This design comes from an exercise in tuning for small area, a short achievable clock period and few clock cycles per item on the open sky130 flow, not from production work. In this exercise RTL edits were held to simulation tests only and were not proved equivalent to the original. No activity file was given, so power comes from the tool's default toggle rates.

===== design/flow/design.v =====
`timescale 1ns/1ps
package alu_pkg;
	localparam int DATA_W = 32;
	typedef logic [DATA_W-1:0] word_t;
	localparam int SHAMT_W = 5;
	typedef logic [SHAMT_W-1:0] shamt_t;
	typedef enum logic [3:0] {
		OP_ADD  = 4'd0,
		OP_SUB  = 4'd1,
		OP_MUL  = 4'd2,
		OP_AND  = 4'd3,
		OP_OR   = 4'd4,
		OP_XOR  = 4'd5,
		OP_SHL  = 4'd6,
		OP_LSHR = 4'd7,
		OP_ASHR = 4'd8,
		OP_EQ   = 4'd9,
		OP_NE   = 4'd10,
		OP_ULT  = 4'd11,
		OP_ULE  = 4'd12,
		OP_SLT  = 4'd13,
		OP_SLE  = 4'd14
	} alu_op_t;
	localparam int MUL_STAGES_DEF = 4;
endpackage
`timescale 1ns/1ps
module elastic_alu (
	input logic clk,
	input logic rst,
	input logic [31:0] lhs,
	input logic [3:0] lhs_op,
	input logic lhs_valid,
	output logic lhs_ready,
	input logic [31:0] rhs,
	input logic rhs_valid,
	output logic rhs_ready,
	output logic [31:0] result,
	output logic result_valid,
	input logic result_ready
);
	logic lv, rv, fire, adv;
	logic [31:0] a_l, a_r;
	logic [3:0] a_op;
	logic lbusy, rbusy, lv_n, rv_n, sv_n;
	assign fire = lv & rv & adv;
	assign lhs_ready = ~lbusy;
	assign rhs_ready = ~rbusy;
	logic l_en, r_en;
	assign l_en = ~lv | fire;
	assign r_en = ~rv | fire;
	assign lv_n = l_en ? lhs_valid : lv;
	assign rv_n = r_en ? rhs_valid : rv;
	always_ff @(posedge clk or posedge rst) begin
		if (rst) begin
			lv <= 1'b0;
			rv <= 1'b0;
			lbusy <= 1'b0;
			rbusy <= 1'b0;
		end else begin
			lv <= lv_n;
			rv <= rv_n;
			lbusy <= lv_n & ~(rv_n & ~sv_n);
			rbusy <= rv_n & ~(lv_n & ~sv_n);
		end
	end
	always_ff @(posedge clk) begin
		if (l_en) begin
			a_l <= lhs;
			a_op <= lhs_op;
		end
		if (r_en) begin
			a_r <= rhs;
		end
	end
	logic o_mul, o_sh, o_one, o_addr, o_subr, o_and, o_or, o_xor, o_cin, o_sgn, o_rt, o_s;
	logic [31:0] e_l, e_ad, fill;
	logic [15:0] e_one, e_two, e_neg;
	logic [32:0] rr;
	logic e_x0, eq, lt, e_cmp;
	logic [31:0] cl, cr;
	always_comb begin
		o_mul = (a_op == 4'd2);
		o_sh = (a_op == 4'd6) | (a_op == 4'd7) | (a_op == 4'd8);
		o_rt = (a_op == 4'd7) | (a_op == 4'd8);
		o_s = (a_op == 4'd8) & a_l[31];
		o_addr = (a_op == 4'd0);
		o_subr = (a_op == 4'd1);
		o_one = o_addr | o_subr;
		o_and = (a_op == 4'd3);
		o_or = (a_op == 4'd4);
		o_xor = (a_op == 4'd5);
		o_cin = (a_op == 4'd1);
		o_sgn = (a_op == 4'd13) | (a_op == 4'd14);
		for (int i = 0; i < 32; i++) begin
			e_l[i] = o_rt ? a_l[31 - i] : a_l[i];
		end
		rr = {a_r, 1'b0};
		for (int j = 0; j < 16; j++) begin
			e_one[j] = (o_mul & (rr[2*j+1] ^ rr[2*j])) | (o_sh & (a_r[4:1] == j) & ~a_r[0]) | ((j == 0) & o_one);
			e_two[j] = (o_mul & ((rr[2*j+2] & ~rr[2*j+1] & ~rr[2*j]) | (~rr[2*j+2] & rr[2*j+1] & rr[2*j]))) |
				(o_sh & (a_r[4:1] == j) & a_r[0]);
			e_neg[j] = o_mul & rr[2*j+2];
		end
		e_x0 = o_mul ? e_neg[0] : o_cin;
		for (int i = 0; i < 32; i++) begin
			fill[i] = o_s & (i < a_r[4:0]);
		end
		e_ad = ({32{o_addr}} & a_r) | ({32{o_subr}} & ~a_r) | ({32{o_and}} & (a_l & a_r)) |
			({32{o_or}} & (a_l | a_r)) | ({32{o_xor}} & (a_l ^ a_r)) | fill;
		eq = (a_l == a_r);
		cl = {a_l[31] ^ o_sgn, a_l[30:0]};
		cr = {a_r[31] ^ o_sgn, a_r[30:0]};
		lt = (cl < cr);
		case (a_op)
			4'd9: e_cmp = eq;
			4'd10: e_cmp = ~eq;
			4'd11, 4'd13: e_cmp = lt;
			4'd12, 4'd14: e_cmp = lt | eq;
			default: e_cmp = 1'b0;
		endcase
	end
	logic cv;
	logic [31:0] c_l, ad;
	logic [15:0] one, two, neg;
	logic x0;
	logic c_sn, c_sr, c_fe;
	always_ff @(posedge clk or posedge rst) begin
		if (rst) begin
			cv <= 1'b0;
		end else if (adv) begin
			cv <= fire;
		end
	end
	always_ff @(posedge clk) begin
		if (adv) begin
			c_l <= e_l;
			ad <= e_ad;
			one <= e_one;
			two <= e_two;
			neg <= e_neg;
			x0 <= e_x0;
			c_sn <= ~o_rt;
			c_sr <= o_rt;
			c_fe <= e_cmp;
		end
	end
	logic [31:0] pp0, pp1, pp2, pp3, pp4, pp5, pp6, pp7, pp8, pp9, pp10, pp11, pp12, pp13, pp14, pp15;
	logic [32:0] ll;
	assign ll = {c_l, 1'b0};
	always_comb begin
		for (int i = 0; i < 32; i++) begin
			pp0[i] = ((one[0] & ll[i+1]) | (two[0] & ll[i])) ^ neg[0];
			pp1[i] = ((one[1] & ll[i+1]) | (two[1] & ll[i])) ^ neg[1];
			pp2[i] = ((one[2] & ll[i+1]) | (two[2] & ll[i])) ^ neg[2];
			pp3[i] = ((one[3] & ll[i+1]) | (two[3] & ll[i])) ^ neg[3];
			pp4[i] = ((one[4] & ll[i+1]) | (two[4] & ll[i])) ^ neg[4];
			pp5[i] = ((one[5] & ll[i+1]) | (two[5] & ll[i])) ^ neg[5];
			pp6[i] = ((one[6] & ll[i+1]) | (two[6] & ll[i])) ^ neg[6];
			pp7[i] = ((one[7] & ll[i+1]) | (two[7] & ll[i])) ^ neg[7];
			pp8[i] = ((one[8] & ll[i+1]) | (two[8] & ll[i])) ^ neg[8];
			pp9[i] = ((one[9] & ll[i+1]) | (two[9] & ll[i])) ^ neg[9];
			pp10[i] = ((one[10] & ll[i+1]) | (two[10] & ll[i])) ^ neg[10];
			pp11[i] = ((one[11] & ll[i+1]) | (two[11] & ll[i])) ^ neg[11];
			pp12[i] = ((one[12] & ll[i+1]) | (two[12] & ll[i])) ^ neg[12];
			pp13[i] = ((one[13] & ll[i+1]) | (two[13] & ll[i])) ^ neg[13];
			pp14[i] = ((one[14] & ll[i+1]) | (two[14] & ll[i])) ^ neg[14];
			pp15[i] = ((one[15] & ll[i+1]) | (two[15] & ll[i])) ^ neg[15];
		end
	end
	logic [31:0] tx, ty, sum;
	logic t1, t2, t3, t4, t5, t6, t7, t8, t9, t10, t11, t12, t13, t14, t15, t16, t17, t18, t19, t20, t21, t22, t23, t24, t25, t26, t27, t28, t29, t30, t31, t32, t33, t34, t35, t36, t37, t38, t39, t40, t41, t42, t43, t44, t45, t46, t47, t48, t49, t50, t51, t52, t53, t54, t55, t56, t57, t58, t59, t60, t61, t62, t63, t64, t65, t66, t67, t68, t69, t70, t71, t72, t73, t74, t75, t76, t77, t78, t79, t80, t81, t82, t83, t84, t85, t86, t87, t88, t89, t90, t91, t92, t93, t94, t95, t96, t97, t98, t99, t100, t101, t102, t103, t104, t105, t106, t107, t108, t109, t110, t111, t112, t113, t114, t115, t116, t117, t118, t119, t120, t121, t122, t123, t124, t125, t126, t127, t128, t129, t130, t131, t132, t133, t134, t135, t136, t137, t138, t139, t140, t141, t142, t143, t144, t145, t146, t147, t148, t149, t150, t151, t152, t153, t154, t155, t156, t157, t158, t159, t160, t161, t162, t163, t164, t165, t166, t167, t168, t169, t170, t171, t172, t173, t174, t175, t176, t177, t178, t179, t180, t181, t182, t183, t184, t185, t186, t187, t188, t189, t190, t191, t192, t193, t194, t195, t196, t197, t198, t199, t200, t201, t202, t203, t204, t205, t206, t207, t208, t209, t210, t211, t212, t213, t214, t215, t216, t217, t218, t219, t220, t221, t222, t223, t224, t225, t226, t227, t228, t229, t230, t231, t232, t233, t234, t235, t236, t237, t238, t239, t240, t241, t242, t243, t244, t245, t246, t247, t248, t249, t250, t251, t252, t253, t254, t255, t256, t257, t258, t259, t260, t261, t262, t263, t264, t265, t266, t267, t268, t269, t270, t271, t272, t273, t274, t275, t276, t277, t278, t279, t280, t281, t282, t283, t284, t285, t286, t287, t288, t289, t290, t291, t292, t293, t294, t295, t296, t297, t298, t299, t300, t301, t302, t303, t304, t305, t306, t307, t308, t309, t310, t311, t312, t313, t314, t315, t316, t317, t318, t319, t320, t321, t322, t323, t324, t325, t326, t327, t328, t329, t330, t331, t332, t333, t334, t335, t336, t337, t338, t339, t340, t341, t342, t343, t344, t345, t346, t347, t348, t349, t350, t351, t352, t353, t354, t355, t356, t357, t358, t359, t360, t361, t362, t363, t364, t365, t366, t367, t368, t369, t370, t371, t372, t373, t374, t375, t376, t377, t378, t379, t380, t381, t382, t383, t384, t385, t386, t387, t388, t389, t390, t391, t392, t393, t394, t395, t396, t397, t398, t399, t400, t401, t402, t403, t404, t405, t406, t407, t408, t409, t410, t411, t412, t413, t414, t415, t416, t417, t418, t419, t420, t421, t422, t423, t424, t425, t426, t427, t428, t429, t430, t431, t432, t433, t434, t435, t436, t437, t438, t439, t440, t441, t442, t443, t444, t445, t446, t447, t448, t449, t450, t451, t452, t453, t454, t455, t456, t457, t458, t459, t460, t461, t462, t463, t464, t465, t466, t467, t468, t469, t470, t471, t472, t473, t474, t475, t476, t477, t478, t479, t480, t481, t482, t483, t484, t485, t486, t487, t488, t489, t490, t491, t492, t493, t494, t495, t496, t497, t498, t499, t500, t501, t502, t503, t504, t505, t506, t507, t508, t509, t510, t511, t512, t513, t514, t515, t516, t517, t518, t519, t520, t521;
	csa_ha t1_h (.a(neg[11]), .b(ad[22]), .s(t1), .co(t2));
	csa_ha t3_h (.a(ad[23]), .b(pp0[23]), .s(t3), .co(t4));
	csa_fa t5_f (.a(neg[12]), .b(ad[24]), .c(pp0[24]), .s(t5), .co(t6));
	csa_ha t7_h (.a(pp10[4]), .b(pp11[2]), .s(t7), .co(t8));
	csa_fa t9_f (.a(ad[25]), .b(pp0[25]), .c(pp10[5]), .s(t9), .co(t10));
	csa_ha t11_h (.a(pp11[3]), .b(pp12[1]), .s(t11), .co(t12));
	csa_fa t13_f (.a(neg[13]), .b(ad[26]), .c(pp0[26]), .s(t13), .co(t14));
	csa_fa t15_f (.a(pp10[6]), .b(pp11[4]), .c(pp12[2]), .s(t15), .co(t16));
	csa_ha t17_h (.a(pp13[0]), .b(pp1[24]), .s(t17), .co(t18));
	csa_fa t19_f (.a(ad[27]), .b(pp0[27]), .c(pp10[7]), .s(t19), .co(t20));
	csa_fa t21_f (.a(pp11[5]), .b(pp12[3]), .c(pp13[1]), .s(t21), .co(t22));
	csa_ha t23_h (.a(pp1[25]), .b(pp2[23]), .s(t23), .co(t24));
	csa_fa t25_f (.a(neg[14]), .b(ad[28]), .c(pp0[28]), .s(t25), .co(t26));
	csa_fa t27_f (.a(pp10[8]), .b(pp11[6]), .c(pp12[4]), .s(t27), .co(t28));
	csa_fa t29_f (.a(pp13[2]), .b(pp14[0]), .c(pp1[26]), .s(t29), .co(t30));
	csa_ha t31_h (.a(pp2[24]), .b(pp3[22]), .s(t31), .co(t32));
	csa_fa t33_f (.a(ad[29]), .b(pp0[29]), .c(pp10[9]), .s(t33), .co(t34));
	csa_fa t35_f (.a(pp11[7]), .b(pp12[5]), .c(pp13[3]), .s(t35), .co(t36));
	csa_fa t37_f (.a(pp14[1]), .b(pp1[27]), .c(pp2[25]), .s(t37), .co(t38));
	csa_ha t39_h (.a(pp3[23]), .b(pp4[21]), .s(t39), .co(t40));
	csa_fa t41_f (.a(neg[15]), .b(ad[30]), .c(pp0[30]), .s(t41), .co(t42));
	csa_fa t43_f (.a(pp10[10]), .b(pp11[8]), .c(pp12[6]), .s(t43), .co(t44));
	csa_fa t45_f (.a(pp13[4]), .b(pp14[2]), .c(pp15[0]), .s(t45), .co(t46));
	csa_fa t47_f (.a(pp1[28]), .b(pp2[26]), .c(pp3[24]), .s(t47), .co(t48));
	csa_ha t49_h (.a(pp4[22]), .b(pp5[20]), .s(t49), .co(t50));
	csa_x2 t52_x (.a(ad[31]), .b(pp0[31]), .y(t52));
	csa_x2 t51_x (.a(t52), .b(pp10[11]), .y(t51));
	csa_x2 t54_x (.a(pp11[9]), .b(pp12[7]), .y(t54));
	csa_x2 t53_x (.a(t54), .b(pp13[5]), .y(t53));
	csa_x2 t56_x (.a(pp14[3]), .b(pp15[1]), .y(t56));
	csa_x2 t55_x (.a(t56), .b(pp1[29]), .y(t55));
	csa_x2 t58_x (.a(pp2[27]), .b(pp3[25]), .y(t58));
	csa_x2 t57_x (.a(t58), .b(pp4[23]), .y(t57));
	csa_x2 t59_x (.a(pp5[21]), .b(pp6[19]), .y(t59));
	csa_ha t60_h (.a(neg[7]), .b(ad[14]), .s(t60), .co(t61));
	csa_ha t62_h (.a(ad[15]), .b(pp0[15]), .s(t62), .co(t63));
	csa_fa t64_f (.a(neg[8]), .b(ad[16]), .c(pp0[16]), .s(t64), .co(t65));
	csa_ha t66_h (.a(pp1[14]), .b(pp2[12]), .s(t66), .co(t67));
	csa_fa t68_f (.a(ad[17]), .b(pp0[17]), .c(pp1[15]), .s(t68), .co(t69));
	csa_ha t70_h (.a(pp2[13]), .b(pp3[11]), .s(t70), .co(t71));
	csa_fa t72_f (.a(neg[9]), .b(ad[18]), .c(pp0[18]), .s(t72), .co(t73));
	csa_fa t74_f (.a(pp1[16]), .b(pp2[14]), .c(pp3[12]), .s(t74), .co(t75));
	csa_ha t76_h (.a(pp4[10]), .b(pp5[8]), .s(t76), .co(t77));
	csa_fa t78_f (.a(ad[19]), .b(pp0[19]), .c(pp1[17]), .s(t78), .co(t79));
	csa_fa t80_f (.a(pp2[15]), .b(pp3[13]), .c(pp4[11]), .s(t80), .co(t81));
	csa_ha t82_h (.a(pp5[9]), .b(pp6[7]), .s(t82), .co(t83));
	csa_fa t84_f (.a(neg[10]), .b(ad[20]), .c(pp0[20]), .s(t84), .co(t85));
	csa_fa t86_f (.a(pp10[0]), .b(pp1[18]), .c(pp2[16]), .s(t86), .co(t87));
	csa_fa t88_f (.a(pp3[14]), .b(pp4[12]), .c(pp5[10]), .s(t88), .co(t89));
	csa_ha t90_h (.a(pp6[8]), .b(pp7[6]), .s(t90), .co(t91));
	csa_fa t92_f (.a(ad[21]), .b(pp0[21]), .c(pp10[1]), .s(t92), .co(t93));
	csa_fa t94_f (.a(pp1[19]), .b(pp2[17]), .c(pp3[15]), .s(t94), .co(t95));
	csa_fa t96_f (.a(pp4[13]), .b(pp5[11]), .c(pp6[9]), .s(t96), .co(t97));
	csa_ha t98_h (.a(pp7[7]), .b(pp8[5]), .s(t98), .co(t99));
	csa_fa t100_f (.a(pp0[22]), .b(pp10[2]), .c(pp11[0]), .s(t100), .co(t101));
	csa_fa t102_f (.a(pp1[20]), .b(pp2[18]), .c(pp3[16]), .s(t102), .co(t103));
	csa_fa t104_f (.a(pp4[14]), .b(pp5[12]), .c(pp6[10]), .s(t104), .co(t105));
	csa_fa t106_f (.a(pp7[8]), .b(pp8[6]), .c(pp9[4]), .s(t106), .co(t107));
	csa_fa t108_f (.a(pp10[3]), .b(pp11[1]), .c(pp1[21]), .s(t108), .co(t109));
	csa_fa t110_f (.a(pp2[19]), .b(pp3[17]), .c(pp4[15]), .s(t110), .co(t111));
	csa_fa t112_f (.a(pp5[13]), .b(pp6[11]), .c(pp7[9]), .s(t112), .co(t113));
	csa_fa t114_f (.a(pp8[7]), .b(pp9[5]), .c(t2), .s(t114), .co(t115));
	csa_fa t116_f (.a(pp12[0]), .b(pp1[22]), .c(pp2[20]), .s(t116), .co(t117));
	csa_fa t118_f (.a(pp3[18]), .b(pp4[16]), .c(pp5[14]), .s(t118), .co(t119));
	csa_fa t120_f (.a(pp6[12]), .b(pp7[10]), .c(pp8[8]), .s(t120), .co(t121));
	csa_fa t122_f (.a(pp9[6]), .b(t4), .c(t7), .s(t122), .co(t123));
	csa_fa t124_f (.a(pp1[23]), .b(pp2[21]), .c(pp3[19]), .s(t124), .co(t125));
	csa_fa t126_f (.a(pp4[17]), .b(pp5[15]), .c(pp6[13]), .s(t126), .co(t127));
	csa_fa t128_f (.a(pp7[11]), .b(pp8[9]), .c(pp9[7]), .s(t128), .co(t129));
	csa_fa t130_f (.a(t8), .b(t11), .c(t6), .s(t130), .co(t131));
	csa_fa t132_f (.a(pp2[22]), .b(pp3[20]), .c(pp4[18]), .s(t132), .co(t133));
	csa_fa t134_f (.a(pp5[16]), .b(pp6[14]), .c(pp7[12]), .s(t134), .co(t135));
	csa_fa t136_f (.a(pp8[10]), .b(pp9[8]), .c(t12), .s(t136), .co(t137));
	csa_fa t138_f (.a(t17), .b(t10), .c(t13), .s(t138), .co(t139));
	csa_fa t140_f (.a(pp3[21]), .b(pp4[19]), .c(pp5[17]), .s(t140), .co(t141));
	csa_fa t142_f (.a(pp6[15]), .b(pp7[13]), .c(pp8[11]), .s(t142), .co(t143));
	csa_fa t144_f (.a(pp9[9]), .b(t18), .c(t23), .s(t144), .co(t145));
	csa_fa t146_f (.a(t14), .b(t16), .c(t19), .s(t146), .co(t147));
	csa_fa t148_f (.a(pp4[20]), .b(pp5[18]), .c(pp6[16]), .s(t148), .co(t149));
	csa_fa t150_f (.a(pp7[14]), .b(pp8[12]), .c(pp9[10]), .s(t150), .co(t151));
	csa_fa t152_f (.a(t24), .b(t31), .c(t20), .s(t152), .co(t153));
	csa_fa t154_f (.a(t22), .b(t25), .c(t27), .s(t154), .co(t155));
	csa_fa t156_f (.a(pp5[19]), .b(pp6[17]), .c(pp7[15]), .s(t156), .co(t157));
	csa_fa t158_f (.a(pp8[13]), .b(pp9[11]), .c(t32), .s(t158), .co(t159));
	csa_fa t160_f (.a(t39), .b(t26), .c(t28), .s(t160), .co(t161));
	csa_fa t162_f (.a(t30), .b(t33), .c(t35), .s(t162), .co(t163));
	csa_fa t164_f (.a(pp6[18]), .b(pp7[16]), .c(pp8[14]), .s(t164), .co(t165));
	csa_fa t166_f (.a(pp9[12]), .b(t40), .c(t49), .s(t166), .co(t167));
	csa_fa t168_f (.a(t34), .b(t36), .c(t38), .s(t168), .co(t169));
	csa_fa t170_f (.a(t41), .b(t43), .c(t45), .s(t170), .co(t171));
	csa_x2 t173_x (.a(pp7[17]), .b(pp8[15]), .y(t173));
	csa_x2 t172_x (.a(t173), .b(pp9[13]), .y(t172));
	csa_x2 t175_x (.a(t50), .b(t59), .y(t175));
	csa_x2 t174_x (.a(t175), .b(t42), .y(t174));
	csa_x2 t177_x (.a(t44), .b(t46), .y(t177));
	csa_x2 t176_x (.a(t177), .b(t48), .y(t176));
	csa_x2 t179_x (.a(t51), .b(t53), .y(t179));
	csa_x2 t178_x (.a(t179), .b(t55), .y(t178));
	csa_ha t180_h (.a(neg[4]), .b(ad[8]), .s(t180), .co(t181));
	csa_ha t182_h (.a(ad[9]), .b(pp0[9]), .s(t182), .co(t183));
	csa_fa t184_f (.a(neg[5]), .b(ad[10]), .c(pp0[10]), .s(t184), .co(t185));
	csa_ha t186_h (.a(pp1[8]), .b(pp2[6]), .s(t186), .co(t187));
	csa_fa t188_f (.a(ad[11]), .b(pp0[11]), .c(pp1[9]), .s(t188), .co(t189));
	csa_ha t190_h (.a(pp2[7]), .b(pp3[5]), .s(t190), .co(t191));
	csa_fa t192_f (.a(neg[6]), .b(ad[12]), .c(pp0[12]), .s(t192), .co(t193));
	csa_fa t194_f (.a(pp1[10]), .b(pp2[8]), .c(pp3[6]), .s(t194), .co(t195));
	csa_ha t196_h (.a(pp4[4]), .b(pp5[2]), .s(t196), .co(t197));
	csa_fa t198_f (.a(ad[13]), .b(pp0[13]), .c(pp1[11]), .s(t198), .co(t199));
	csa_fa t200_f (.a(pp2[9]), .b(pp3[7]), .c(pp4[5]), .s(t200), .co(t201));
	csa_ha t202_h (.a(pp5[3]), .b(pp6[1]), .s(t202), .co(t203));
	csa_fa t204_f (.a(pp0[14]), .b(pp1[12]), .c(pp2[10]), .s(t204), .co(t205));
	csa_fa t206_f (.a(pp3[8]), .b(pp4[6]), .c(pp5[4]), .s(t206), .co(t207));
	csa_fa t208_f (.a(pp6[2]), .b(pp7[0]), .c(t60), .s(t208), .co(t209));
	csa_fa t210_f (.a(pp1[13]), .b(pp2[11]), .c(pp3[9]), .s(t210), .co(t211));
	csa_fa t212_f (.a(pp4[7]), .b(pp5[5]), .c(pp6[3]), .s(t212), .co(t213));
	csa_fa t214_f (.a(pp7[1]), .b(t61), .c(t62), .s(t214), .co(t215));
	csa_fa t216_f (.a(pp3[10]), .b(pp4[8]), .c(pp5[6]), .s(t216), .co(t217));
	csa_fa t218_f (.a(pp6[4]), .b(pp7[2]), .c(pp8[0]), .s(t218), .co(t219));
	csa_fa t220_f (.a(t63), .b(t66), .c(t64), .s(t220), .co(t221));
	csa_fa t222_f (.a(pp4[9]), .b(pp5[7]), .c(pp6[5]), .s(t222), .co(t223));
	csa_fa t224_f (.a(pp7[3]), .b(pp8[1]), .c(t67), .s(t224), .co(t225));
	csa_fa t226_f (.a(t70), .b(t65), .c(t68), .s(t226), .co(t227));
	csa_fa t228_f (.a(pp6[6]), .b(pp7[4]), .c(pp8[2]), .s(t228), .co(t229));
	csa_fa t230_f (.a(pp9[0]), .b(t71), .c(t76), .s(t230), .co(t231));
	csa_fa t232_f (.a(t69), .b(t72), .c(t74), .s(t232), .co(t233));
	csa_fa t234_f (.a(pp7[5]), .b(pp8[3]), .c(pp9[1]), .s(t234), .co(t235));
	csa_fa t236_f (.a(t77), .b(t82), .c(t73), .s(t236), .co(t237));
	csa_fa t238_f (.a(t75), .b(t78), .c(t80), .s(t238), .co(t239));
	csa_fa t240_f (.a(pp8[4]), .b(pp9[2]), .c(t83), .s(t240), .co(t241));
	csa_fa t242_f (.a(t90), .b(t79), .c(t81), .s(t242), .co(t243));
	csa_fa t244_f (.a(t84), .b(t86), .c(t88), .s(t244), .co(t245));
	csa_fa t246_f (.a(pp9[3]), .b(t91), .c(t98), .s(t246), .co(t247));
	csa_fa t248_f (.a(t85), .b(t87), .c(t89), .s(t248), .co(t249));
	csa_fa t250_f (.a(t92), .b(t94), .c(t96), .s(t250), .co(t251));
	csa_fa t252_f (.a(t1), .b(t99), .c(t93), .s(t252), .co(t253));
	csa_fa t254_f (.a(t95), .b(t97), .c(t100), .s(t254), .co(t255));
	csa_fa t256_f (.a(t102), .b(t104), .c(t106), .s(t256), .co(t257));
	csa_fa t258_f (.a(t3), .b(t101), .c(t103), .s(t258), .co(t259));
	csa_fa t260_f (.a(t105), .b(t107), .c(t108), .s(t260), .co(t261));
	csa_fa t262_f (.a(t110), .b(t112), .c(t114), .s(t262), .co(t263));
	csa_x2 t265_x (.a(t109), .b(t111), .y(t265));
	csa_x2 t264_x (.a(t265), .b(t113), .y(t264));
	csa_mj t266_m (.a(t109), .b(t111), .c(t113), .y(t266));
	csa_x2 t268_x (.a(t115), .b(t116), .y(t268));
	csa_x2 t267_x (.a(t268), .b(t118), .y(t267));
	csa_mj t269_m (.a(t115), .b(t116), .c(t118), .y(t269));
	csa_x2 t271_x (.a(t120), .b(t5), .y(t271));
	csa_x2 t270_x (.a(t271), .b(t122), .y(t270));
	csa_mj t272_m (.a(t120), .b(t5), .c(t122), .y(t272));
	csa_x2 t274_x (.a(t117), .b(t119), .y(t274));
	csa_x2 t273_x (.a(t274), .b(t121), .y(t273));
	csa_mj t275_m (.a(t117), .b(t119), .c(t121), .y(t275));
	csa_x2 t277_x (.a(t124), .b(t126), .y(t277));
	csa_x2 t276_x (.a(t277), .b(t128), .y(t276));
	csa_mj t278_m (.a(t124), .b(t126), .c(t128), .y(t278));
	csa_x2 t280_x (.a(t9), .b(t123), .y(t280));
	csa_x2 t279_x (.a(t280), .b(t130), .y(t279));
	csa_mj t281_m (.a(t9), .b(t123), .c(t130), .y(t281));
	csa_x2 t283_x (.a(t125), .b(t127), .y(t283));
	csa_x2 t282_x (.a(t283), .b(t129), .y(t282));
	csa_mj t284_m (.a(t125), .b(t127), .c(t129), .y(t284));
	csa_x2 t286_x (.a(t132), .b(t134), .y(t286));
	csa_x2 t285_x (.a(t286), .b(t15), .y(t285));
	csa_mj t287_m (.a(t132), .b(t134), .c(t15), .y(t287));
	csa_x2 t289_x (.a(t136), .b(t131), .y(t289));
	csa_x2 t288_x (.a(t289), .b(t138), .y(t288));
	csa_mj t290_m (.a(t136), .b(t131), .c(t138), .y(t290));
	csa_x2 t292_x (.a(t133), .b(t135), .y(t292));
	csa_x2 t291_x (.a(t292), .b(t140), .y(t291));
	csa_mj t293_m (.a(t133), .b(t135), .c(t140), .y(t293));
	csa_x2 t295_x (.a(t142), .b(t21), .y(t295));
	csa_x2 t294_x (.a(t295), .b(t137), .y(t294));
	csa_mj t296_m (.a(t142), .b(t21), .c(t137), .y(t296));
	csa_x2 t298_x (.a(t144), .b(t139), .y(t298));
	csa_x2 t297_x (.a(t298), .b(t146), .y(t297));
	csa_mj t299_m (.a(t144), .b(t139), .c(t146), .y(t299));
	csa_x2 t301_x (.a(t141), .b(t143), .y(t301));
	csa_x2 t300_x (.a(t301), .b(t148), .y(t300));
	csa_mj t302_m (.a(t141), .b(t143), .c(t148), .y(t302));
	csa_x2 t304_x (.a(t150), .b(t29), .y(t304));
	csa_x2 t303_x (.a(t304), .b(t145), .y(t303));
	csa_mj t305_m (.a(t150), .b(t29), .c(t145), .y(t305));
	csa_x2 t307_x (.a(t147), .b(t152), .y(t307));
	csa_x2 t306_x (.a(t307), .b(t154), .y(t306));
	csa_mj t308_m (.a(t147), .b(t152), .c(t154), .y(t308));
	csa_x2 t310_x (.a(t149), .b(t151), .y(t310));
	csa_x2 t309_x (.a(t310), .b(t156), .y(t309));
	csa_mj t311_m (.a(t149), .b(t151), .c(t156), .y(t311));
	csa_x2 t313_x (.a(t37), .b(t158), .y(t313));
	csa_x2 t312_x (.a(t313), .b(t153), .y(t312));
	csa_mj t314_m (.a(t37), .b(t158), .c(t153), .y(t314));
	csa_x2 t316_x (.a(t155), .b(t160), .y(t316));
	csa_x2 t315_x (.a(t316), .b(t162), .y(t315));
	csa_mj t317_m (.a(t155), .b(t160), .c(t162), .y(t317));
	csa_x2 t319_x (.a(t157), .b(t164), .y(t319));
	csa_x2 t318_x (.a(t319), .b(t47), .y(t318));
	csa_mj t320_m (.a(t157), .b(t164), .c(t47), .y(t320));
	csa_x2 t322_x (.a(t159), .b(t166), .y(t322));
	csa_x2 t321_x (.a(t322), .b(t161), .y(t321));
	csa_mj t323_m (.a(t159), .b(t166), .c(t161), .y(t323));
	csa_x2 t325_x (.a(t163), .b(t168), .y(t325));
	csa_x2 t324_x (.a(t325), .b(t170), .y(t324));
	csa_mj t326_m (.a(t163), .b(t168), .c(t170), .y(t326));
	csa_x2 t328_x (.a(t165), .b(t172), .y(t328));
	csa_x2 t327_x (.a(t328), .b(t57), .y(t327));
	csa_x2 t330_x (.a(t167), .b(t174), .y(t330));
	csa_x2 t329_x (.a(t330), .b(t169), .y(t329));
	csa_x2 t332_x (.a(t176), .b(t178), .y(t332));
	csa_x2 t331_x (.a(t332), .b(t171), .y(t331));
	csa_ha t333_h (.a(neg[2]), .b(ad[4]), .s(t333), .co(t334));
	csa_ha t335_h (.a(ad[5]), .b(pp0[5]), .s(t335), .co(t336));
	csa_fa t337_f (.a(neg[3]), .b(ad[6]), .c(pp0[6]), .s(t337), .co(t338));
	csa_ha t339_h (.a(pp1[4]), .b(pp2[2]), .s(t339), .co(t340));
	csa_fa t341_f (.a(ad[7]), .b(pp0[7]), .c(pp1[5]), .s(t341), .co(t342));
	csa_ha t343_h (.a(pp2[3]), .b(pp3[1]), .s(t343), .co(t344));
	csa_fa t345_f (.a(pp0[8]), .b(pp1[6]), .c(pp2[4]), .s(t345), .co(t346));
	csa_fa t347_f (.a(pp3[2]), .b(pp4[0]), .c(t180), .s(t347), .co(t348));
	csa_fa t349_f (.a(pp1[7]), .b(pp2[5]), .c(pp3[3]), .s(t349), .co(t350));
	csa_fa t351_f (.a(pp4[1]), .b(t181), .c(t182), .s(t351), .co(t352));
	csa_fa t353_f (.a(pp3[4]), .b(pp4[2]), .c(pp5[0]), .s(t353), .co(t354));
	csa_fa t355_f (.a(t183), .b(t186), .c(t184), .s(t355), .co(t356));
	csa_fa t357_f (.a(pp4[3]), .b(pp5[1]), .c(t187), .s(t357), .co(t358));
	csa_fa t359_f (.a(t190), .b(t185), .c(t188), .s(t359), .co(t360));
	csa_fa t361_f (.a(pp6[0]), .b(t191), .c(t196), .s(t361), .co(t362));
	csa_fa t363_f (.a(t189), .b(t192), .c(t194), .s(t363), .co(t364));
	csa_fa t365_f (.a(t197), .b(t202), .c(t193), .s(t365), .co(t366));
	csa_fa t367_f (.a(t195), .b(t198), .c(t200), .s(t367), .co(t368));
	csa_fa t369_f (.a(t203), .b(t199), .c(t201), .s(t369), .co(t370));
	csa_fa t371_f (.a(t204), .b(t206), .c(t208), .s(t371), .co(t372));
	csa_fa t373_f (.a(t205), .b(t207), .c(t210), .s(t373), .co(t374));
	csa_fa t375_f (.a(t212), .b(t209), .c(t214), .s(t375), .co(t376));
	csa_fa t377_f (.a(t211), .b(t213), .c(t216), .s(t377), .co(t378));
	csa_fa t379_f (.a(t218), .b(t215), .c(t220), .s(t379), .co(t380));
	csa_fa t381_f (.a(t217), .b(t219), .c(t222), .s(t381), .co(t382));
	csa_fa t383_f (.a(t224), .b(t221), .c(t226), .s(t383), .co(t384));
	csa_fa t385_f (.a(t223), .b(t228), .c(t225), .s(t385), .co(t386));
	csa_fa t387_f (.a(t230), .b(t227), .c(t232), .s(t387), .co(t388));
	csa_fa t389_f (.a(t229), .b(t234), .c(t231), .s(t389), .co(t390));
	csa_fa t391_f (.a(t233), .b(t236), .c(t238), .s(t391), .co(t392));
	csa_fa t393_f (.a(t235), .b(t240), .c(t237), .s(t393), .co(t394));
	csa_fa t395_f (.a(t239), .b(t242), .c(t244), .s(t395), .co(t396));
	csa_fa t397_f (.a(t241), .b(t246), .c(t243), .s(t397), .co(t398));
	csa_fa t399_f (.a(t245), .b(t248), .c(t250), .s(t399), .co(t400));
	csa_fa t401_f (.a(t247), .b(t249), .c(t251), .s(t401), .co(t402));
	csa_fa t403_f (.a(t252), .b(t254), .c(t256), .s(t403), .co(t404));
	csa_fa t405_f (.a(t253), .b(t255), .c(t257), .s(t405), .co(t406));
	csa_fa t407_f (.a(t258), .b(t260), .c(t262), .s(t407), .co(t408));
	csa_x2 t410_x (.a(t259), .b(t264), .y(t410));
	csa_x2 t409_x (.a(t410), .b(t261), .y(t409));
	csa_mj t411_m (.a(t259), .b(t264), .c(t261), .y(t411));
	csa_x2 t413_x (.a(t267), .b(t263), .y(t413));
	csa_x2 t412_x (.a(t413), .b(t270), .y(t412));
	csa_mj t414_m (.a(t267), .b(t263), .c(t270), .y(t414));
	csa_x2 t416_x (.a(t266), .b(t273), .y(t416));
	csa_x2 t415_x (.a(t416), .b(t269), .y(t415));
	csa_mj t417_m (.a(t266), .b(t273), .c(t269), .y(t417));
	csa_x2 t419_x (.a(t276), .b(t279), .y(t419));
	csa_x2 t418_x (.a(t419), .b(t272), .y(t418));
	csa_mj t420_m (.a(t276), .b(t279), .c(t272), .y(t420));
	csa_x2 t422_x (.a(t275), .b(t282), .y(t422));
	csa_x2 t421_x (.a(t422), .b(t278), .y(t421));
	csa_mj t423_m (.a(t275), .b(t282), .c(t278), .y(t423));
	csa_x2 t425_x (.a(t285), .b(t288), .y(t425));
	csa_x2 t424_x (.a(t425), .b(t281), .y(t424));
	csa_mj t426_m (.a(t285), .b(t288), .c(t281), .y(t426));
	csa_x2 t428_x (.a(t284), .b(t291), .y(t428));
	csa_x2 t427_x (.a(t428), .b(t287), .y(t427));
	csa_mj t429_m (.a(t284), .b(t291), .c(t287), .y(t429));
	csa_x2 t431_x (.a(t294), .b(t297), .y(t431));
	csa_x2 t430_x (.a(t431), .b(t290), .y(t430));
	csa_mj t432_m (.a(t294), .b(t297), .c(t290), .y(t432));
	csa_x2 t434_x (.a(t300), .b(t293), .y(t434));
	csa_x2 t433_x (.a(t434), .b(t303), .y(t433));
	csa_mj t435_m (.a(t300), .b(t293), .c(t303), .y(t435));
	csa_x2 t437_x (.a(t296), .b(t306), .y(t437));
	csa_x2 t436_x (.a(t437), .b(t299), .y(t436));
	csa_mj t438_m (.a(t296), .b(t306), .c(t299), .y(t438));
	csa_x2 t440_x (.a(t309), .b(t302), .y(t440));
	csa_x2 t439_x (.a(t440), .b(t305), .y(t439));
	csa_mj t441_m (.a(t309), .b(t302), .c(t305), .y(t441));
	csa_x2 t443_x (.a(t312), .b(t315), .y(t443));
	csa_x2 t442_x (.a(t443), .b(t308), .y(t442));
	csa_mj t444_m (.a(t312), .b(t315), .c(t308), .y(t444));
	csa_x2 t446_x (.a(t311), .b(t318), .y(t446));
	csa_x2 t445_x (.a(t446), .b(t314), .y(t445));
	csa_mj t447_m (.a(t311), .b(t318), .c(t314), .y(t447));
	csa_x2 t449_x (.a(t321), .b(t324), .y(t449));
	csa_x2 t448_x (.a(t449), .b(t317), .y(t448));
	csa_mj t450_m (.a(t321), .b(t324), .c(t317), .y(t450));
	csa_x2 t452_x (.a(t320), .b(t327), .y(t452));
	csa_x2 t451_x (.a(t452), .b(t329), .y(t451));
	csa_x2 t454_x (.a(t323), .b(t331), .y(t454));
	csa_x2 t453_x (.a(t454), .b(t326), .y(t453));
	csa_ha t455_h (.a(neg[1]), .b(ad[2]), .s(t455), .co(t456));
	csa_ha t457_h (.a(ad[3]), .b(pp0[3]), .s(t457), .co(t458));
	csa_fa t459_f (.a(pp0[4]), .b(pp1[2]), .c(pp2[0]), .s(t459), .co(t460));
	csa_fa t461_f (.a(pp1[3]), .b(pp2[1]), .c(t334), .s(t461), .co(t462));
	csa_fa t463_f (.a(pp3[0]), .b(t336), .c(t339), .s(t463), .co(t464));
	csa_fa t465_f (.a(t340), .b(t343), .c(t338), .s(t465), .co(t466));
	csa_fa t467_f (.a(t344), .b(t342), .c(t345), .s(t467), .co(t468));
	csa_fa t469_f (.a(t346), .b(t349), .c(t348), .s(t469), .co(t470));
	csa_fa t471_f (.a(t350), .b(t353), .c(t352), .s(t471), .co(t472));
	csa_fa t473_f (.a(t354), .b(t357), .c(t356), .s(t473), .co(t474));
	csa_fa t475_f (.a(t358), .b(t361), .c(t360), .s(t475), .co(t476));
	csa_fa t477_f (.a(t362), .b(t364), .c(t365), .s(t477), .co(t478));
	csa_fa t479_f (.a(t366), .b(t368), .c(t369), .s(t479), .co(t480));
	csa_fa t481_f (.a(t370), .b(t373), .c(t372), .s(t481), .co(t482));
	csa_fa t483_f (.a(t374), .b(t377), .c(t376), .s(t483), .co(t484));
	csa_fa t485_f (.a(t378), .b(t381), .c(t380), .s(t485), .co(t486));
	csa_fa t487_f (.a(t382), .b(t385), .c(t384), .s(t487), .co(t488));
	csa_fa t489_f (.a(t386), .b(t389), .c(t388), .s(t489), .co(t490));
	csa_fa t491_f (.a(t390), .b(t393), .c(t392), .s(t491), .co(t492));
	csa_fa t493_f (.a(t394), .b(t397), .c(t396), .s(t493), .co(t494));
	csa_fa t495_f (.a(t398), .b(t401), .c(t400), .s(t495), .co(t496));
	csa_fa t497_f (.a(t402), .b(t405), .c(t404), .s(t497), .co(t498));
	csa_x2 t500_x (.a(t409), .b(t406), .y(t500));
	csa_x2 t499_x (.a(t500), .b(t412), .y(t499));
	csa_mj t501_m (.a(t409), .b(t406), .c(t412), .y(t501));
	csa_x2 t503_x (.a(t411), .b(t415), .y(t503));
	csa_x2 t502_x (.a(t503), .b(t414), .y(t502));
	csa_mj t504_m (.a(t411), .b(t415), .c(t414), .y(t504));
	csa_x2 t506_x (.a(t417), .b(t421), .y(t506));
	csa_x2 t505_x (.a(t506), .b(t420), .y(t505));
	csa_mj t507_m (.a(t417), .b(t421), .c(t420), .y(t507));
	csa_x2 t509_x (.a(t423), .b(t427), .y(t509));
	csa_x2 t508_x (.a(t509), .b(t426), .y(t508));
	csa_mj t510_m (.a(t423), .b(t427), .c(t426), .y(t510));
	csa_x2 t512_x (.a(t429), .b(t433), .y(t512));
	csa_x2 t511_x (.a(t512), .b(t432), .y(t511));
	csa_mj t513_m (.a(t429), .b(t433), .c(t432), .y(t513));
	csa_x2 t515_x (.a(t435), .b(t439), .y(t515));
	csa_x2 t514_x (.a(t515), .b(t438), .y(t514));
	csa_mj t516_m (.a(t435), .b(t439), .c(t438), .y(t516));
	csa_x2 t518_x (.a(t445), .b(t441), .y(t518));
	csa_x2 t517_x (.a(t518), .b(t444), .y(t517));
	csa_mj t519_m (.a(t445), .b(t441), .c(t444), .y(t519));
	csa_x2 t521_x (.a(t451), .b(t447), .y(t521));
	csa_x2 t520_x (.a(t521), .b(t450), .y(t520));
	logic q0_0, q0_1, q0_2, q1_0, q1_1, q2_0, q2_1, q2_2, q3_0, q3_1, q3_2, q4_0, q4_1, q4_2, q5_0, q5_1, q5_2, q6_0, q6_1, q6_2, q7_0, q7_1, q7_2, q8_0, q8_1, q8_2, q9_0, q9_1, q9_2, q10_0, q10_1, q10_2, q11_0, q11_1, q11_2, q12_0, q12_1, q12_2, q13_0, q13_1, q13_2, q14_0, q14_1, q14_2, q15_0, q15_1, q15_2, q16_0, q16_1, q16_2, q17_0, q17_1, q17_2, q18_0, q18_1, q18_2, q19_0, q19_1, q19_2, q20_0, q20_1, q20_2, q21_0, q21_1, q21_2, q22_0, q22_1, q22_2, q23_0, q23_1, q23_2, q24_0, q24_1, q24_2, q25_0, q25_1, q25_2, q26_0, q26_1, q26_2, q27_0, q27_1, q27_2, q28_0, q28_1, q28_2, q29_0, q29_1, q29_2, q30_0, q30_1, q30_2, q31_0, q31_1, q31_2;
	always_ff @(posedge clk) begin
		if (adv) begin
			q0_0 <= ad[0];
			q0_1 <= x0;
			q0_2 <= pp0[0];
			q1_0 <= ad[1];
			q1_1 <= pp0[1];
			q2_0 <= t455;
			q2_1 <= pp0[2];
			q2_2 <= pp1[0];
			q3_0 <= t457;
			q3_1 <= pp1[1];
			q3_2 <= t456;
			q4_0 <= t459;
			q4_1 <= t333;
			q4_2 <= t458;
			q5_0 <= t461;
			q5_1 <= t335;
			q5_2 <= t460;
			q6_0 <= t463;
			q6_1 <= t337;
			q6_2 <= t462;
			q7_0 <= t465;
			q7_1 <= t341;
			q7_2 <= t464;
			q8_0 <= t467;
			q8_1 <= t347;
			q8_2 <= t466;
			q9_0 <= t469;
			q9_1 <= t351;
			q9_2 <= t468;
			q10_0 <= t471;
			q10_1 <= t355;
			q10_2 <= t470;
			q11_0 <= t473;
			q11_1 <= t359;
			q11_2 <= t472;
			q12_0 <= t475;
			q12_1 <= t363;
			q12_2 <= t474;
			q13_0 <= t477;
			q13_1 <= t367;
			q13_2 <= t476;
			q14_0 <= t479;
			q14_1 <= t371;
			q14_2 <= t478;
			q15_0 <= t481;
			q15_1 <= t375;
			q15_2 <= t480;
			q16_0 <= t483;
			q16_1 <= t379;
			q16_2 <= t482;
			q17_0 <= t485;
			q17_1 <= t383;
			q17_2 <= t484;
			q18_0 <= t487;
			q18_1 <= t387;
			q18_2 <= t486;
			q19_0 <= t489;
			q19_1 <= t391;
			q19_2 <= t488;
			q20_0 <= t491;
			q20_1 <= t395;
			q20_2 <= t490;
			q21_0 <= t493;
			q21_1 <= t399;
			q21_2 <= t492;
			q22_0 <= t495;
			q22_1 <= t403;
			q22_2 <= t494;
			q23_0 <= t497;
			q23_1 <= t407;
			q23_2 <= t496;
			q24_0 <= t499;
			q24_1 <= t408;
			q24_2 <= t498;
			q25_0 <= t502;
			q25_1 <= t418;
			q25_2 <= t501;
			q26_0 <= t505;
			q26_1 <= t424;
			q26_2 <= t504;
			q27_0 <= t508;
			q27_1 <= t430;
			q27_2 <= t507;
			q28_0 <= t511;
			q28_1 <= t436;
			q28_2 <= t510;
			q29_0 <= t514;
			q29_1 <= t442;
			q29_2 <= t513;
			q30_0 <= t517;
			q30_1 <= t448;
			q30_2 <= t516;
			q31_0 <= t520;
			q31_1 <= t453;
			q31_2 <= t519;
		end
	end
	logic u1, u2, u3, u4, u5, u6, u7, u8, u9, u10, u11, u12, u13, u14, u15, u16, u17, u18, u19, u20, u21, u22, u23, u24, u25, u26, u27, u28, u29, u30, u31, u32, u33, u34, u35, u36, u37, u38, u39, u40, u41, u42, u43, u44, u45, u46, u47, u48, u49, u50, u51, u52, u53, u54, u55, u56, u57, u58, u59, u60, u61, u62, u63, u64, u65, u66, u67, u68, u69, u70, u71;
	csa_ha u1_h (.a(q0_0), .b(q0_1), .s(u1), .co(u2));
	csa_ha u3_h (.a(q1_0), .b(q1_1), .s(u3), .co(u4));
	csa_fa u5_f (.a(q2_0), .b(q2_1), .c(q2_2), .s(u5), .co(u6));
	csa_fa u7_f (.a(q3_0), .b(q3_1), .c(q3_2), .s(u7), .co(u8));
	csa_fa u9_f (.a(q4_0), .b(q4_1), .c(q4_2), .s(u9), .co(u10));
	csa_fa u11_f (.a(q5_0), .b(q5_1), .c(q5_2), .s(u11), .co(u12));
	csa_fa u13_f (.a(q6_0), .b(q6_1), .c(q6_2), .s(u13), .co(u14));
	csa_fa u15_f (.a(q7_0), .b(q7_1), .c(q7_2), .s(u15), .co(u16));
	csa_fa u17_f (.a(q8_0), .b(q8_1), .c(q8_2), .s(u17), .co(u18));
	csa_fa u19_f (.a(q9_0), .b(q9_1), .c(q9_2), .s(u19), .co(u20));
	csa_fa u21_f (.a(q10_0), .b(q10_1), .c(q10_2), .s(u21), .co(u22));
	csa_fa u23_f (.a(q11_0), .b(q11_1), .c(q11_2), .s(u23), .co(u24));
	csa_fa u25_f (.a(q12_0), .b(q12_1), .c(q12_2), .s(u25), .co(u26));
	csa_fa u27_f (.a(q13_0), .b(q13_1), .c(q13_2), .s(u27), .co(u28));
	csa_fa u29_f (.a(q14_0), .b(q14_1), .c(q14_2), .s(u29), .co(u30));
	csa_fa u31_f (.a(q15_0), .b(q15_1), .c(q15_2), .s(u31), .co(u32));
	csa_fa u33_f (.a(q16_0), .b(q16_1), .c(q16_2), .s(u33), .co(u34));
	csa_fa u35_f (.a(q17_0), .b(q17_1), .c(q17_2), .s(u35), .co(u36));
	csa_fa u37_f (.a(q18_0), .b(q18_1), .c(q18_2), .s(u37), .co(u38));
	csa_fa u39_f (.a(q19_0), .b(q19_1), .c(q19_2), .s(u39), .co(u40));
	csa_fa u41_f (.a(q20_0), .b(q20_1), .c(q20_2), .s(u41), .co(u42));
	csa_fa u43_f (.a(q21_0), .b(q21_1), .c(q21_2), .s(u43), .co(u44));
	csa_fa u45_f (.a(q22_0), .b(q22_1), .c(q22_2), .s(u45), .co(u46));
	csa_fa u47_f (.a(q23_0), .b(q23_1), .c(q23_2), .s(u47), .co(u48));
	csa_x2 u50_x (.a(q24_0), .b(q24_1), .y(u50));
	csa_x2 u49_x (.a(u50), .b(q24_2), .y(u49));
	csa_mj u51_m (.a(q24_0), .b(q24_1), .c(q24_2), .y(u51));
	csa_x2 u53_x (.a(q25_0), .b(q25_1), .y(u53));
	csa_x2 u52_x (.a(u53), .b(q25_2), .y(u52));
	csa_mj u54_m (.a(q25_0), .b(q25_1), .c(q25_2), .y(u54));
	csa_x2 u56_x (.a(q26_0), .b(q26_1), .y(u56));
	csa_x2 u55_x (.a(u56), .b(q26_2), .y(u55));
	csa_mj u57_m (.a(q26_0), .b(q26_1), .c(q26_2), .y(u57));
	csa_x2 u59_x (.a(q27_0), .b(q27_1), .y(u59));
	csa_x2 u58_x (.a(u59), .b(q27_2), .y(u58));
	csa_mj u60_m (.a(q27_0), .b(q27_1), .c(q27_2), .y(u60));
	csa_x2 u62_x (.a(q28_0), .b(q28_1), .y(u62));
	csa_x2 u61_x (.a(u62), .b(q28_2), .y(u61));
	csa_mj u63_m (.a(q28_0), .b(q28_1), .c(q28_2), .y(u63));
	csa_x2 u65_x (.a(q29_0), .b(q29_1), .y(u65));
	csa_x2 u64_x (.a(u65), .b(q29_2), .y(u64));
	csa_mj u66_m (.a(q29_0), .b(q29_1), .c(q29_2), .y(u66));
	csa_x2 u68_x (.a(q30_0), .b(q30_1), .y(u68));
	csa_x2 u67_x (.a(u68), .b(q30_2), .y(u67));
	csa_mj u69_m (.a(q30_0), .b(q30_1), .c(q30_2), .y(u69));
	csa_x2 u71_x (.a(q31_0), .b(q31_1), .y(u71));
	csa_x2 u70_x (.a(u71), .b(q31_2), .y(u70));
	assign tx = {u70, u67, u64, u61, u58, u55, u52, u49, u47, u45, u43, u41, u39, u37, u35, u33, u31, u29, u27, u25, u23, u21, u19, u17, u15, u13, u11, u9, u7, u5, u3, u1};
	assign ty = {u69, u66, u63, u60, u57, u54, u51, u48, u46, u44, u42, u40, u38, u36, u34, u32, u30, u28, u26, u24, u22, u20, u18, u16, u14, u12, u10, u8, u6, u4, u2, q0_2};
	assign sum = tx + ty;
	logic bv;
	logic b_sn, b_sr, b_fe;
	always_ff @(posedge clk or posedge rst) begin
		if (rst) begin
			bv <= 1'b0;
		end else if (adv) begin
			bv <= cv;
		end
	end
	always_ff @(posedge clk) begin
		if (adv) begin
			b_sn <= c_sn;
			b_sr <= c_sr;
			b_fe <= c_fe;
		end
	end
	logic [31:0] res;
	always_comb begin
		for (int i = 0; i < 32; i++) begin
			res[i] = (b_sn & sum[i]) | (b_sr & sum[31 - i]);
		end
		res[0] = res[0] | b_fe;
	end
	logic ov, sv, take;
	logic [31:0] o_d, s_d;
	assign adv = ~sv;
	assign take = ov & result_ready;
	assign result_valid = ov;
	assign result = o_d;
	logic ov_n;
	always_comb begin
		ov_n = ov;
		sv_n = sv;
		if (sv) begin
			if (take) sv_n = 1'b0;
		end else if (bv) begin
			if (ov & ~take) sv_n = 1'b1;
			else ov_n = 1'b1;
		end else if (take) begin
			ov_n = 1'b0;
		end
	end
	always_ff @(posedge clk or posedge rst) begin
		if (rst) begin
			ov <= 1'b0;
			sv <= 1'b0;
		end else begin
			ov <= ov_n;
			sv <= sv_n;
		end
	end
	logic k_s, k_n, k_r;
	logic [31:0] o_n;
	assign k_s = sv;
	assign k_n = ~sv & b_sn;
	assign k_r = ~sv & b_sr;
	always_comb begin
		for (int i = 0; i < 32; i++) begin
			o_n[i] = (k_s & s_d[i]) | (k_n & sum[i]) | (k_r & sum[31 - i]);
		end
		o_n[0] = o_n[0] | (~sv & b_fe);
	end
	always_ff @(posedge clk) begin
		if (~sv) s_d <= res;
		if ((sv & take) | (~sv & bv & (~ov | take))) o_d <= o_n;
	end
endmodule
module csa_fa (
	input logic a,
	input logic b,
	input logic c,
	output logic s,
	output logic co
);
	assign s = a ^ b ^ c;
	assign co = (a & b) | (a & c) | (b & c);
endmodule
module csa_ha (
	input logic a,
	input logic b,
	output logic s,
	output logic co
);
	assign s = a ^ b;
	assign co = a & b;
endmodule
module csa_x2 (
	input logic a,
	input logic b,
	output logic y
);
	assign y = a ^ b;
endmodule
module csa_mj (
	input logic a,
	input logic b,
	input logic c,
	output logic y
);
	assign y = (a & b) | (a & c) | (b & c);
endmodule

===== design/flow/flow/standard_own.sh =====
#!/bin/bash
# The standard flow's own layout of this design, on the ORFS make targets given (by default finish). After
# finish it leaves the final layout's DEF at /design/flow/out/final.def.
set -euo pipefail
make -C /OpenROAD-flow-scripts/flow DESIGN_CONFIG=/design/flow/config.mk WORK_HOME=/design/flow/orfs CLKGATE_MAP_FILE= SYNTH_SCRIPT=/design/flow/synth_recipe.tcl CAP_MARGIN=20 CORE_MARGIN=2 CORE_UTILIZATION=40 SLEW_MARGIN=20 SYNTH_HIERARCHICAL=1 SETUP_SLACK_MARGIN=6.7 'BUFFER_PORTS_ARGS=-buffer_cell sky130_fd_sc_hd__buf_2' "${@:-finish}"
if [[ -f /design/flow/orfs/results/sky130hd/elastic_alu/base/6_final.odb ]]; then
  : # left out here: write the final layout as DEF
fi

===== design/flow/standard.sh =====
#!/bin/bash
# synth_recipe.tcl (not shown) runs the flow's synth.tcl, then flattens the netlist and writes it again
# the make line also repeats each setting of config.mk as NAME=value (left out here)
make -C /OpenROAD-flow-scripts/flow DESIGN_CONFIG=/design/flow/config.mk WORK_HOME=/design/flow/orfs CLKGATE_MAP_FILE= SYNTH_SCRIPT=/design/flow/synth_recipe.tcl "${@:-finish}"

===== design/flow/config.mk =====
export PLATFORM = sky130hd
export DESIGN_NAME = elastic_alu
export DESIGN_NICKNAME = elastic_alu
export VERILOG_FILES = /design/flow/design.v
export SDC_FILE = /design/flow/constraint.sdc
export NUM_CORES = 4
export LEC_CHECK = 0
export CAP_MARGIN = 20
export CORE_MARGIN = 2
export CORE_UTILIZATION = 40
export SLEW_MARGIN = 20
export SYNTH_HIERARCHICAL = 1

===== design/flow/constraint.sdc =====
create_clock -name core_clock -period 10.0 [get_ports {clk}]
set_input_delay 2.0000 -clock core_clock [delete_from_list [all_inputs] [get_ports {clk}]]
set_output_delay 2.0000 -clock core_clock [all_outputs]
set_load 0.01 [all_outputs]

===== design/flow/flow/run.sh =====
#!/bin/bash
# The standard layout (standard.sh) with two changes to the ORFS run:
#  - timing repair aims at a larger setup slack (SETUP_SLACK_MARGIN), so the
#    layout is sped up beyond the 10 ns clock it must meet;
#  - the port buffers are buf_2 cells rather than the delay-cell buffer that
#    buffer_ports picks by default (every port still gets its own buffer).
# The make output goes to make_flow.log; ORFS keeps each tool's log under orfs/logs.
set -euo pipefail
MARGIN=${MARGIN:-6.7}
PORTBUF=${PORTBUF:-sky130_fd_sc_hd__buf_2}
sed "s/\"\\\${@:-finish}\"/SETUP_SLACK_MARGIN=$MARGIN 'BUFFER_PORTS_ARGS=-buffer_cell $PORTBUF' \"\${@:-finish}\"/" standard.sh > flow/standard_own.sh
grep -q "SETUP_SLACK_MARGIN=$MARGIN" flow/standard_own.sh
bash flow/standard_own.sh > make_flow.log 2>&1

==> metrics.md, run 1 <==
| Metric | Value |
|---|---|
| Post-Syn Area | 28100 um2 |
| Critical path arrival | 3.72 ns |
| Final Hold Vio Count | 0 |
| Antenna Cells | 0 |
| Share of flip-flops with an asynchronous set or reset | 2.26% |
| Crit Path Class | register to register |
| P_int | 2730 uW |
| Synth unique cells | 58 |
| Vias | 21200 |
| Mapped Cells | 2534 |
| Worst vdd ir | 0.125 mV |
| Crit Path Max Fanout | 4 |
| TritonCTS clock tree | done |
| Synth top area share | 36.9% |
| Worst Setup Start Kind | register |
| Pwr/cell area | 101 nW/um2 |
| Yosys warning count | 7 |
| Initial Utilization | 40.3% |
| Comb pwr share | 0.4% |
| Post-Synth XOR/XNOR Area | 13.5% |
| Largest family of logic cells by synthesized area | adder cells |
| Unrepaired setup endpoints after global routing | yes |
| Maximum clock rate | 296 MHz |
| Cell with the most instances after synthesis | edfxtp_1 |
| Primary FF master, synth | edfxtp_1 |
| Synth Net Count | 2951 |
| Final ANT Viol Nets | 0 |
| Setup TNS | 0 ns |
| Cts hold-fix bufs | 0 |
| Worst min path class | register to register |
| Post-synth EDFFs | 346 |
| Minimum clock period | 3.38 ns |
| # setup viols final | 0 |
| Post-route DRC violation count | 0 |
| Antenna violations before repair | 0 |
| Vias/cell | 5.83 |
| # clock sinks | 354 |
| WP data required | 10.35 ns |
| WL per Instance | 25.8 um |
| Detailed Routing Iterations Pass 1 | 6 |
| Post-route non-filler standard cell count | 3631 |
| Post-synth top cells | edfxtp_1 (346), xnor2_1 (287), a22oi_1 (271) |
| Leakage | 0.0128 uW |
| Die Ht | 269 um |
| Post-DP HPWL | 64600 um |
| Core region area | 69800 um2 |
| Part of the power in registers | 47.4% |
| Nets | 3074 |
| Worst-margin pin slew | 1.04 ns |
| I/O pins | 108 |
| Synth Area in Simple Gates | 5.99% |
| Synthesis-to-layout area growth | 18.8% |
| Initial drt markers | 2292 |
| Gr usage total | 25.0% |
| Die area | 72500 um2 |
| H-tree depth | 2 |
| Clock slew at reported path FFs | 0.06 ns |
| Number of buffers created by CTS | 43 |
| Cell taking the most area after synthesis | edfxtp_1 |
| Flops & latches, synth | 354 |
| Vias in the first global route | 21400 |
| Slew Limit Headroom | 30.5% |
| Root Driver | clkbuf_16 |
| Largest net degree at the start of global routing | 116 |
| Slew Limit Fails | 0 |
| Port buffer count | 107 |
| Syn_area_per_cell | 11.1 um2 |
| Net switching power figure | 659 uW |
| Clock share of power | 52.2% |
| Layout cell share with drive strength beyond 1 | 21.6% |
| Worst Setup End Kind | register |
| Worst Clk Skew | 0.0450 ns |
| Row count | 97 |
| Crit share post-route | 33.8% |
| Routability congestion estimate from global placement | 0.957 |
| Synth area leaders | edfxtp_1 (37%), fa_1 (13%), xnor2_1 (8.9%) |
| Sw Ratio | 19.4% |
| Post-Synth Adder-Cell Area | 22.0% |
| Multiplexer share of the synthesized area | 0.520% |
| Outcome | no timing/DRC/antenna violations |
| Wirelength, routed | 93600 um |
| Sequential area share after synthesis | 37.6% |
| FILL cells | 6266 |
| First-pass GRT wire length | 138000 um |
| Clk Latency, worst-skew pair | 0.60 ns |
| Horiz. Die Dim | 269 um |
| GRT overflow | 0 |
| Maxcap violations | 0 |
| Placed instance count | 3421 |
| CTS max path bufs | 3 |
| Synth Area in Compound Gates | 16.3% |
[metrics by stage]
stage | util (%) | worst slack [ns] | area [um2] | hold WS, ns | power [uW]
CTS | 46.3 | 6.66 | 32300 | 0.414 | 3430
finish | 47.9 | 6.62 | 33400 | 0.413 | 3390
detailed placement | 42.3 | 6.36 | 29500 | 0.419 | 1650
floorplan | - | 6.71 | 28200 | 0.400 | 1640
global placement | 42.2 | 6.37 | 29500 | 0.411 | 1650
global route | 47.9 | 6.55 | 33400 | 0.422 | 3490
[layout make-up]
class / count / area [um2] / share of cell area, %
well taps: 940 / 1180 / 3.52
flip-flops and latches: 354 / 10600 / 31.7
multi-input cells: 1878 / 17300 / 51.7
inverters: 94 / 360 / 1.08
clock inverters: 27 / 463 / 1.38
repair buffers: 286 / 2390 / 7.16
clock buffers: 52 / 1150 / 3.44
[power by group through the flow]
stage | Sequential [uW] | Clock [uW] | Combinational, uW
finish | 1610 | 1770 | 13.9
global route | 1610 | 1870 | 16.2
CTS | 1610 | 1810 | 14.2
detailed placement | 1640 | 0 | 14.1
global placement | 1640 | 0 | 13.4
floorplan | 1640 | 0 | 0.525
[cell families after synthesis]
family | Yosys count
compound gates | 658
xor+xnor | 435
fa+ha+maj | 393
buf+inv | 302
flops | 354
mux | 13
simple gates | 379
[cells in the final DEF (no fill, tap or decap), drive strengths merged, types with 6 or more instances in the layout]
cell / count
a32o: 27
nor2: 84
o211ai: 14
a211o: 8
edfxtp: 346
nand4: 15
xnor2: 287
o221ai: 6
clkinv: 12
nor4: 10
o21ai: 112
nor3: 28
o31ai: 24
inv: 97
bufinv: 11
maj3: 49
mux2: 13
a21o: 12
o32ai: 6
o21a: 10
buf: 282
o21bai: 12
a211oi: 11
xor2: 148
or3: 12
nand3: 38
a22oi: 271
ha: 167
fa: 177
o22ai: 10
dfrtp: 8
a221oi: 16
clkbuf: 55
a21oi: 90
nand2: 163
nor2b: 11
a21boi: 8
[sequential cells by signal (all words and copies together), names as in the netlist, 4 cells and up]
signal  count
ad         32
one        16
o_d        32
neg        16
c_l        32
a_op        4
a_l        32
two        16
a_r        32
s_d        32
[per-module statistics from Yosys (local to each module, per instance)]
module,times used,flops+latches
csa_mj,49,0
elastic_alu,1,354
csa_ha,31,0
csa_fa,176,0
csa_x2,129,0
[worst max-delay path, cell delays in order (launching register included)]
cell and delay (ns):
edfxtp_1 0.39, fa_1 0.55, ha_4 0.32, o211ai_1 0.12
a21o_1 0.23, or3_4 0.34, a2111o_1 0.50, a21boi_4 0.28
o31ai_4 0.10, mux2_4 0.29
[layer usage]
| layer | track usage (%) | up-vias | part of all wire (%) |
|---|---|---|---|
| met1 | 32.0 | 10500 | 41 |
| met2 | 41.9 | 1009 | 49 |
| met4 | 10.1 | 0 | 4.2 |
| li1 | - | 9425 | - |
| met5 | 0 | - | 0 |
| met3 | 4.48 | 221 | 6.5 |
[final timing paths]
path                       start  endpoint  slack, ns  cells past startpoint
min reg2reg                ad[1]      q1_0       0.41                      0
max reg2reg                 q6_0    o_d[8]       6.62                      9
max                         q6_0    o_d[8]       6.62                      9
min                        ad[1]      q1_0       0.41                      0
max in group asynchronous    rst        rv       8.43                      2
min in group asynchronous    rst        bv       1.34                      2
[what timing repair did]
item | 4_1_cts | 5_1_grt
setup buffers | 93 | 34
resized for setup | 70 | 162
pin swaps | 25 | 79
endpoints found under the setup margin | 89 | 81
cloned | 1 | 3
Testbench counts, summed over its fixed seeds: cycles 16,032, items 16,000.
==> run 2: changes to the inputs <==
--- a/design/flow/flow/run.sh
+++ b/design/flow/flow/run.sh
@@ -6,7 +6,7 @@
 #    buffer_ports picks by default (every port still gets its own buffer).
 # The make output goes to make_flow.log; ORFS keeps each tool's log under orfs/logs.
 set -euo pipefail
-MARGIN=${MARGIN:-6.7}
+MARGIN=${MARGIN:-6.3}
 PORTBUF=${PORTBUF:-sky130_fd_sc_hd__buf_2}
 sed "s/\"\\\${@:-finish}\"/SETUP_SLACK_MARGIN=$MARGIN 'BUFFER_PORTS_ARGS=-buffer_cell $PORTBUF' \"\${@:-finish}\"/" standard.sh > flow/standard_own.sh
 grep -q "SETUP_SLACK_MARGIN=$MARGIN" flow/standard_own.sh
==> design/flow/flow/standard_own.sh (replaced) <==
#!/bin/bash
# The standard flow's own layout of this design, on the ORFS make targets given (by default finish). After
# finish it leaves the final layout's DEF at /design/flow/out/final.def.
set -euo pipefail
make -C /OpenROAD-flow-scripts/flow DESIGN_CONFIG=/design/flow/config.mk WORK_HOME=/design/flow/orfs CLKGATE_MAP_FILE= SYNTH_SCRIPT=/design/flow/synth_recipe.tcl CAP_MARGIN=20 CORE_MARGIN=2 CORE_UTILIZATION=40 SLEW_MARGIN=20 SYNTH_HIERARCHICAL=1 SETUP_SLACK_MARGIN=6.3 'BUFFER_PORTS_ARGS=-buffer_cell sky130_fd_sc_hd__buf_2' "${@:-finish}"
if [[ -f /design/flow/orfs/results/sky130hd/elastic_alu/base/6_final.odb ]]; then
  : # left out here: write the final layout as DEF
fi
==> run 2 against run 1 <==
Compared with the run above:
- critical path depth down 3
- die area is the same
- critical endpoint is now q23_0
- non-clock buffer count is 115 lower
- critical path type unchanged
- first-iteration DRC count down 6.6%
- utilization fell by 3.6 points
- global-route usage is 0.78 points lower
- cell area down 7.5%
- largest cell class unchanged
- synthesized cell count did not move
- clock power down about 20%
- largest power group is now sequential cells
- count of clock-buffer cells in the layout fell by 3
- flip-flop and latch count unchanged
- setup slack worse by 0.28 ns
==> metrics.md, run 2 <==
| Metric | Value |
|---|---|
| Outcome | no timing/DRC/antenna violations |
| Min-delay src | c_sr |
| Detailed Routing Iterations Pass 1 | 6 (unchanged) |
| Horiz. Die Dim | 269 um (unchanged) |
| Largest net degree at the start of global routing | 74 (-36%) |
| Sw Ratio | 21.0% (+1.5 points) |
| Commonest non-fill, non-tap cell in the layout | edfxtp_1 |
| Vias in the first global route | 21000 (-2.0%) |
| Number of buffers created by CTS | 42 (-2.3%) |
| Maxcap violations | 0 (unchanged) |
| Row count | 97 (unchanged) |
| Port buffer count | 107 (unchanged) |
| Flops & latches, synth | 354 (unchanged) |
| Vias/cell | 5.92 (+1.5%) |
| WL per Instance | 25.5 um (-0.95%) |
| Comb pwr share | 0.5% (about the same) |
| Crit path max-delay cell type | edfxtp_1 |
| Post-route DRC violation count | 0 (unchanged) |
| Cell taking the most area after synthesis | edfxtp_1 |
| First-pass GRT wire length | 134000 um (-2.8%) |
| Post-DP HPWL | 64400 um (-0.18%) |
| Mapped Cells | 2534 (unchanged) |
| Layout cell share with drive strength beyond 1 | 12.1% (-9.4 points) |
| CP cell instances | a22oi_1, xnor2_1, fa_1, fa_1, fa_1, fa_1 |
| Worst Setup Start Kind | register |
| Critical path arrival | 3.96 ns (+0.24 ns) |
| Largest family of logic cells by synthesized area | adder cells |
| Post-Syn Area | 28100 um2 (unchanged) |
| FILL cells | 6536 (+4.3%) |
| WP data required | 10.30 ns (-0.05 ns) |
| GRT overflow | 0 (unchanged) |
| Share of flip-flops with an asynchronous set or reset | 2.26% (unchanged) |
| Pwr/cell area | 97.9 nW/um2 (-3.5%) |
| Synth top area share | 36.9% (unchanged) |
run 2: cell count changes in the layout (fill, tap and decap cells not counted), sizes merged:
cell	previous run	this run
buf	282	170
bufinv	11	0
clkinv	12	19
clkbuf	55	50
clkinvlp	1	4
diode	0	3
inv	97	95
bufbuf	1	0
run 2: path summary, 6_finish.rpt:
check / to / slack [ns]
setup / recovery: q23_0 / 6.35
min in group asynchronous: lbusy / 1.34
hold reg to reg: b_sr / 0.42
setup reg to reg: q23_0 / 6.35
max in group asynchronous: cv / 8.44
hold / removal: b_sr / 0.42
run 2: cell type report:
| type | instances | area (um2) | share of cell area [%] |
|---|---|---|---|
| Multi-Input combinational cell | 1878 | 16500 | 53.3 |
| Sequential cell | 354 | 10600 | 34.2 |
| Tap cell | 940 | 1180 | 3.80 |
| Clock buffer | 49 | 1080 | 3.48 |
| Timing Repair Buffer | 171 | 1060 | 3.42 |
| Inverter | 94 | 360 | 1.16 |
| Clock inverter | 24 | 171 | 0.554 |
| Antenna cell | 3 | 7.51 | 0.0243 |
run 2: metrics by stage:
stage	worst slack (ns)	instances	cell area (um2)	hold WS, ns	total power (uW)
finish	6.35	3513	30900	0.416	3030
global route	6.27	3510	30900	0.427	3120
CTS	6.35	3497	30800	0.418	3060
detailed placement	6.29	3423	29500	0.405	1650
global placement	6.34	3423	29500	0.402	1650
floorplan	6.46	2534	28100	0.400	1640
run 2: power by group through the flow:
stage	sequential, uW	clock [uW]	combinational (uW)
6_report	1610	1410	13.8
3_3_place_gp	1640	0	13.4
3_5_place_dp	1640	0	14.1
4_1_cts	1610	1440	14.1
2_1_floorplan	1640	0	0.525
5_1_grt	1610	1500	16.0
run 2: layer usage:
layer | part of all wire [%] | up-vias | GRT usage [%]
li1 | - | 9195 | -
met1 | 41 | 10300 | 31.7
met2 | 48 | 1023 | 40.1
met3 | 7.1 | 240 | 3.54
met4 | 4.6 | 2 | 10.6
met5 | 0.013 | - | 0
run 2: what timing repair did:
action,CTS,global route
setup endpoints to repair,2,24
setup buffers,1,13
resized for setup,1,5
pin swaps,0,0
run 2: cell families after synthesis:
logic type	count (synthesis)
compound gates	658
xor+xnor	435
fa+ha+maj	393
buf+inv	302
flops	354
mux	13
simple gates	379
run 2: per-module statistics from Yosys (local to each module, per instance):
module       flip-flops and latches  cells  copies in the design
csa_x2                            0      1                   129
csa_fa                            0      1                   176
csa_mj                            0      1                    49
csa_ha                            0      1                    31
elastic_alu                     354   2149                     1
run 2: worst register-to-register path, delay by kind of cell, from the launching register on:
| kind | cells | cell delay, ns |
|---|---|---|
| xor+xnor | 1 | 0.27 |
| compound gates | 1 | 0.25 |
| fa+ha+maj | 4 | 1.86 |
| flops | 1 | 1.01 |

Check on run 2: ideal ports give 6.347 ns setup slack; a clkbuf_16 on the clock port and buf_2 on the inputs give 6.347 ns; moving port delays by the midpoint clock arrival (0.641 ns) as well gives 6.347 ns.
